From an optimization exercise on the open Yosys and OpenROAD flow, aimed at small area and a short achievable clock period; shortcuts taken in it are not production practice. Only the layout flow was run in this run; the RTL was not checked for function there. Power is estimated from default activity; no workload was simulated.

==> flow/design.v <==
package inst_mem_pkg;
    localparam int unsigned IW_DEF = 9;
    localparam int unsigned AW_DEF = 8;
    typedef logic [IW_DEF-1:0] inst_t;
    typedef logic [AW_DEF-1:0] addr_t;
    localparam inst_t NOP_DEFAULT = '0;
    typedef enum logic [1:0] {
        IDLE = 2'd0,
        LOAD = 2'd1,
        RUN  = 2'd2
    } state_t;
endpackage
module inst_mem_word #(
    parameter int unsigned IW = 9
) (
    input  logic          clk,
    input  logic          we,
    input  logic          hold,
    input  logic [IW-1:0] wd,
    output logic [IW-1:0] q
);
    always_ff @(posedge clk)
        q <= ~((q | {IW{we}}) & (wd | {IW{hold}}));
endmodule
module inst_mem_rgroup #(
    parameter int unsigned IW = 9,
    parameter int unsigned GW = 16
) (
    input  logic [GW-1:0]    sel_n,
    input  logic [GW*IW-1:0] q,
    output logic [IW-1:0]    y
);
    always_comb begin
        y = '1;
        for (int k = 0; k < GW; k++)
            y = y & (q[k*IW +: IW] | {IW{sel_n[k]}});
    end
endmodule
module inst_mem_array #(
    parameter int unsigned IW    = 9,
    parameter int unsigned AW    = 8,
    parameter int unsigned DEPTH = 2**AW
) (
    input  logic          clk,
    input  logic          we,
    input  logic [AW-1:0] waddr,
    input  logic [IW-1:0] wd,
    input  logic [AW-1:0] raddr,
    output logic [IW-1:0] rq
);
    localparam int unsigned GW = 16;
    localparam int unsigned NG = DEPTH / GW;
    logic [DEPTH-1:0]    wsel;
    logic [DEPTH*IW-1:0] q;
    logic [NG*IW-1:0]    gy;
    for (genvar i = 0; i < DEPTH; i++) begin : g_word
        assign wsel[i] = we && waddr == AW'(i);
        inst_mem_word #(.IW(IW)) u_word (
            .clk  (clk),
            .we   (wsel[i]),
            .hold (~wsel[i]),
            .wd   (wd),
            .q    (q[i*IW +: IW])
        );
    end
    for (genvar g = 0; g < NG; g++) begin : g_grp
        logic [GW-1:0] sel_n;
        for (genvar k = 0; k < GW; k++) begin : g_sel
            assign sel_n[k] = raddr != AW'(g*GW + k);
        end
        inst_mem_rgroup #(.IW(IW), .GW(GW)) u_rgroup (
            .sel_n (sel_n),
            .q     (q[g*GW*IW +: GW*IW]),
            .y     (gy[g*IW +: IW])
        );
    end
    always_comb begin
        rq = '1;
        for (int g = 0; g < NG; g++)
            rq = rq & gy[g*IW +: IW];
    end
endmodule
module inst_mem_loader #(
    parameter int unsigned   IW    = 9,
    parameter int unsigned   AW    = 8,
    parameter int unsigned   DEPTH = 2**AW,
    parameter logic [IW-1:0] NOP   = '0
) (
    input  logic          CLK,
    input  logic          Reset,
    input  logic          load_start,
    input  logic          prog_valid,
    input  logic [IW-1:0] prog_data,
    input  logic          prog_last,
    output logic          prog_ready,
    output logic          load_done,
    output logic [AW:0]   loaded_count,
    input  logic          fetch_en,
    input  logic [AW-1:0] Address,
    output logic [IW-1:0] Instruction,
    output logic          inst_valid,
    output logic          addr_fault
);
    logic [AW-1:0] wp;
    logic          ph;
    logic          we;
    logic          in_range;
    logic          fetch_ok;
    logic [IW-1:0] rq;
    assign we       = prog_ready & prog_valid & ~load_start;
    assign in_range = {1'b0, Address} < loaded_count;
    assign fetch_ok = fetch_en & load_done;
    inst_mem_array #(
        .IW    (IW),
        .AW    (AW),
        .DEPTH (DEPTH)
    ) u_array (
        .clk   (CLK),
        .we    (we),
        .waddr (wp),
        .wd    (prog_data ^ {IW{ph}}),
        .raddr (Address),
        .rq    (rq)
    );
    always_ff @(posedge CLK or posedge Reset) begin
        if (Reset)
            ph <= 1'b0;
        else
            ph <= ~ph;
    end
    always_ff @(posedge CLK) begin
        if (load_start)
            wp <= '0;
        else if (we)
            wp <= wp + 1'b1;
    end
    always_ff @(posedge CLK or posedge Reset) begin
        if (Reset) begin
            prog_ready   <= 1'b0;
            load_done    <= 1'b0;
            loaded_count <= '0;
        end else if (load_start) begin
            prog_ready   <= 1'b1;
            load_done    <= 1'b0;
            loaded_count <= '0;
        end else if (we && (prog_last || wp == AW'(DEPTH-1))) begin
            prog_ready   <= 1'b0;
            load_done    <= 1'b1;
            loaded_count <= {1'b0, wp} + 1'b1;
        end
    end
    always_ff @(posedge CLK or posedge Reset) begin
        if (Reset) begin
            inst_valid  <= 1'b0;
            addr_fault  <= 1'b0;
            Instruction <= NOP;
        end else begin
            inst_valid <= fetch_ok;
            addr_fault <= fetch_ok & ~in_range;
            if (fetch_en)
                Instruction <= (fetch_ok & in_range) ? (rq ^ {IW{ph}}) : NOP;
        end
    end
endmodule
==> flow/run.sh <==
#!/bin/bash
# synth_recipe.tcl (not shown) runs the flow's synth.tcl, then flattens the netlist and writes it again
# the make line also repeats each setting of config.mk as NAME=value (left out here)
make -C /OpenROAD-flow-scripts/flow DESIGN_CONFIG=/design/flow/config.mk WORK_HOME=/design/flow/orfs CLKGATE_MAP_FILE= SYNTH_SCRIPT=/design/flow/synth_recipe.tcl finish
==> flow/config.mk <==
export PLATFORM = sky130hd
export DESIGN_NAME = inst_mem_loader
export DESIGN_NICKNAME = inst_mem_loader
export VERILOG_FILES = /design/flow/design.v
export SDC_FILE = /design/flow/constraint.sdc
export NUM_CORES = 4
export LEC_CHECK = 0
export CAP_MARGIN = 20
export CORE_MARGIN = 2
export CORE_UTILIZATION = 40
export SLEW_MARGIN = 20
export SYNTH_HIERARCHICAL = 1
export SYNTH_MINIMUM_KEEP_SIZE = 0
==> flow/constraint.sdc <==
create_clock -name core_clock -period 5.0 [get_ports {CLK}]
set_input_delay 1.0000 -clock core_clock [delete_from_list [all_inputs] [get_ports {CLK}]]
set_output_delay 1.0000 -clock core_clock [all_outputs]
set_load 0.01 [all_outputs]
==> summary.md <==
| Metric | Value |
|---|---|
| Setup tns final | 0 ns |
| Core ar. | between 0.2 and 0.25 mm^2 |
| FP Rows | 169 |
| Maxcap violations | 0 |
| CTS Hold Bufs | 0 |
| Synth area leader | dfxtp_1 |
| Commonest non-fill, non-tap cell in the layout | o22ai_1 |
| Sequential cell area | 0.0469 mm^2 |
| Initial Utilization | 0.402 |
| Place WS | -0.144 ns |
| PortBufs | 44 |
| Tot GR Track Use | 0.284 |
| Final setup viols | 0 |
| Seq/Total Area, Yosys | 0.548 |
| Synth Warn # | 10 |
| Worst-Margin Slew | between 1 and 1.5 ns |
| Initial DRC count | between 10k and 15k |
| Total CTS buffers | about 220 |
| Syn Area/Cell | 9.99 um^2 |
| # fillers | 20.1k |
| Wire per inst | a little under 30 um |
| Ranking of synthesized cells by area | dfxtp_1 54%, o22ai_1 25%, buf_6 5.0% |
| Initial antenna violation count | 10 |
| Resized Gates After CTS | 0 |
| RSZ-0062 raised after global routing | no |
| Main synth FF type | dfxtp_1 |
| Arrival time worst endpoint | 5.22 ns |
| DP Area | ~0.085 mm^2 |
| Largest net degree at the start of global routing | 140 |
| Final WL | ~320000 um |
| Status | finished clean |
| Area of the multi-input gates | between 0.03 and 0.04 mm^2 |
| Vias in the first global route | roughly 71k |
| Root buf cell | clkbuf_16 |
| Commonest non-fill, non-tap cells in the layout | 3465 x o22ai_1, 2308 x dfxtp_1, 587 x nor2_1, 268 x nand2_1, 260 x nand3_1 |
| Post-Syn Nets | about 8.6k |
| Setup ws final | around 0.56 ns |
| CP max FO | 14 |
| Max-slew headroom | 0.184 |
| Final worst path period need | approximately 4.4 ns |
| Detail Route Antenna Nets | 0 |
| Mapped Area | about 0.085 mm^2 |
| DR vias/cell | about 6.8 |
| Critical path launch point type | input pin |
| Endpoint class of the critical path | flop |
| Period utilization | 0.888 |
| Die area | roughly 0.22 mm^2 |
| Worst VDD drop | ~350 uV |
| Area Growth Syn to Fin | 8.34% |
| P per Cell Area | between 400 and 500 mW/mm^2 |
| Vias | about 75k |
| H-tree levels | 4 |
| Synthesized instance count | ~8.6k |
| CTS tree | built |
| Max clock buf depth | 3 |
| Yosys cell types | 58 |
| Final Wtd Congestion | between 0.9 and 1 |
| Final Hold Viols | 0 |
| Pre-antenna DRT Iters | 6 |
| CP required | 5.78 ns |
| Post-layout util | 0.436 |
| Clock transition at path regs | ~0.070 ns |
| Layout cell share with drive strength beyond 1 | 0.0893 |
| Die Wd | approximately 470 um |
| Slew Limit Fails | 0 |
| Lkg Pwr | ~33 nW |
| Hpwl dp | about 200000 um |
| Global-route wire length before repair | ~470000 um |
| Total gr overflow | 0 |
| Yosys reg bits | ~2.3k |
| Worst skew pair latency | 0.87 ns |
| Final #Nets | 8079 |
| Area fraction of the dominant cell type after synthesis | 0.542 |
| Final Cell Area | just over 0.09 mm^2 |
| Num ports | 45 |
| Number of synthesized flops with an enable pin | 0 |
| Post-CTS Setup Repair Bufs | 0 |
| Async set-reset flop share out of synthesis | 0.00985 |
| Clk_skew | about 0.037 ns |
| HP Class | reg2reg |
| # clock sinks | ~2.3k |
| Top achievable clock speed | 0.225 GHz |
| Die H | 466 um |
| CP Class | in2reg |
| # DRC | 0 |
==> cell usage after synthesis (20+ instances only) <==
cell,count
nand2_1,269
buf_6,376
dfrtp_1,23
nor2_1,588
buf_2,328
and4_1,147
nand3_1,261
nor3_1,217
buf_1,20
buf_4,162
inv_1,20
xor2_1,22
o22ai_1,3465
nor3_2,43
clkbuf_1,124
dfxtp_1,2312
nand4_1,40
==> sequential cells by signal, summed over array words and instances, names as in the netlist <==
name	flops
addr_fault	1
inst_valid	1
Instruction	9
prog_ready	1
load_done	1
loaded_count	9
u_array.g_word.u_word.q	2304
ph	1
wp	8
==> where the power goes <==
group	leakage, nW	switching [mW]	internal [mW]	total (mW)
logic	7.69	1.35	0.439	1.79
registers	21.5	0.109	18.7	18.8
clock network	3.79	7.47	10.4	17.8
total	33.0	8.93	29.5	38.5
==> cell families after synthesis <==
kind of cell	after synthesis	share of synthesized area
compound gates	3483	0.256
xor+xnor	31	0.00318
fa+ha+maj	8	0.00117
buf+inv	1034	0.0904
flops	2335	0.548
mux	2	0.000234
simple gates	1658	0.101
==> worst max-delay path: stages <==
cell and delay, ns:
clkdlybuf4s50_1 0.63, and4b_2 0.79, buf_4 0.35, nand2_1 0.36, o22ai_1 0.13, nor2_1 0.23
and4_1 0.39, nand4_1 0.44, nor4_1 0.46, xor2_1 0.18, nand2_1 0.07, o22ai_1 0.15
==> layout make-up <==
cell class / instances / share of cell area
Inverter: 20 / 0.000811
Multi-Input combinational cell: 5182 / 0.339
Antenna cell: 1 / 0.0000270
Clock inverter: 90 / 0.0137
Clock buffer: 319 / 0.0703
Sequential cell: 2335 / 0.506
Tap cell: 2821 / 0.0381
Timing Repair Buffer: 288 / 0.0316
==> layer usage <==
| layer | up-vias | global-route usage | part of all wire |
|---|---|---|---|
| met4 | 16 | 0.154 | 0.060 |
| met3 | 1054 | 0.0646 | 0.10 |
| met5 | - | 0 | 0.00046 |
| met1 | 36600 | 0.368 | 0.40 |
| li1 | 32400 | - | - |
| met2 | 4737 | 0.436 | 0.44 |
==> per-stage QoR <==
| step | power (mW) | hold WS (ns) | instances |
|---|---|---|---|
| final | 38.5 | 0.442 | 11100 |
| after global routing | 39.3 | 0.452 | 11100 |
| after CTS | 38.5 | 0.445 | 11100 |
| after detailed placement | 21.0 | 0.437 | 10600 |
| after global placement | 21.0 | 0.429 | 10600 |
| after floorplan | 20.0 | 0.422 | 8551 |
==> path summary, 6_finish.rpt <==
check | startpoint | endpoint | slack, ns | cells after the start
worst min-delay path | u_array.g_word[230].u_word.q[0] | u_array.g_word[230].u_word.q[0] | 0.44 | 1
worst min register to register | u_array.g_word[230].u_word.q[0] | u_array.g_word[230].u_word.q[0] | 0.44 | 1
worst max-delay path | Address[1] | Instruction[3] | 0.56 | 12
min in group asynchronous | Reset | ph | 0.57 | 2
worst max register to register | wp[7] | u_array.g_word[186].u_word.q[5] | 1.31 | 4
max in group asynchronous | Reset | ph | 3.89 | 2

==> what the ideal ports hide <==
How much do the figures lean on ideal ports? The routed layout below was timed once more, with nothing changed but the port constraints. Step 1: set_driving_cell puts a clkbuf_16 on CLK and a buf_2 on each other input, an assumption about the parent block. Step 2 moves the port delays by t, midway between the first and last clock arrival at a register: inputs arrive t later, outputs are due t later. That takes back most of the time a late clock gives input paths. a / b / c = ideal / step 1 / step 2; a / b = the first two.
shift t [ns]: 0.952
setup slack, ns: 0.561 / 0.618 / -0.333
hold slack, ns: 0.442 / 0.442 / 0.442
worst setup path at the end: input to register
pins driven straight from the clock port: 1
Met with ideal ports but missed after step 2: setup timing in this run. For this run, drivers alone change the setup slack by +0.057 ns; drivers and shift together by -0.894 ns.
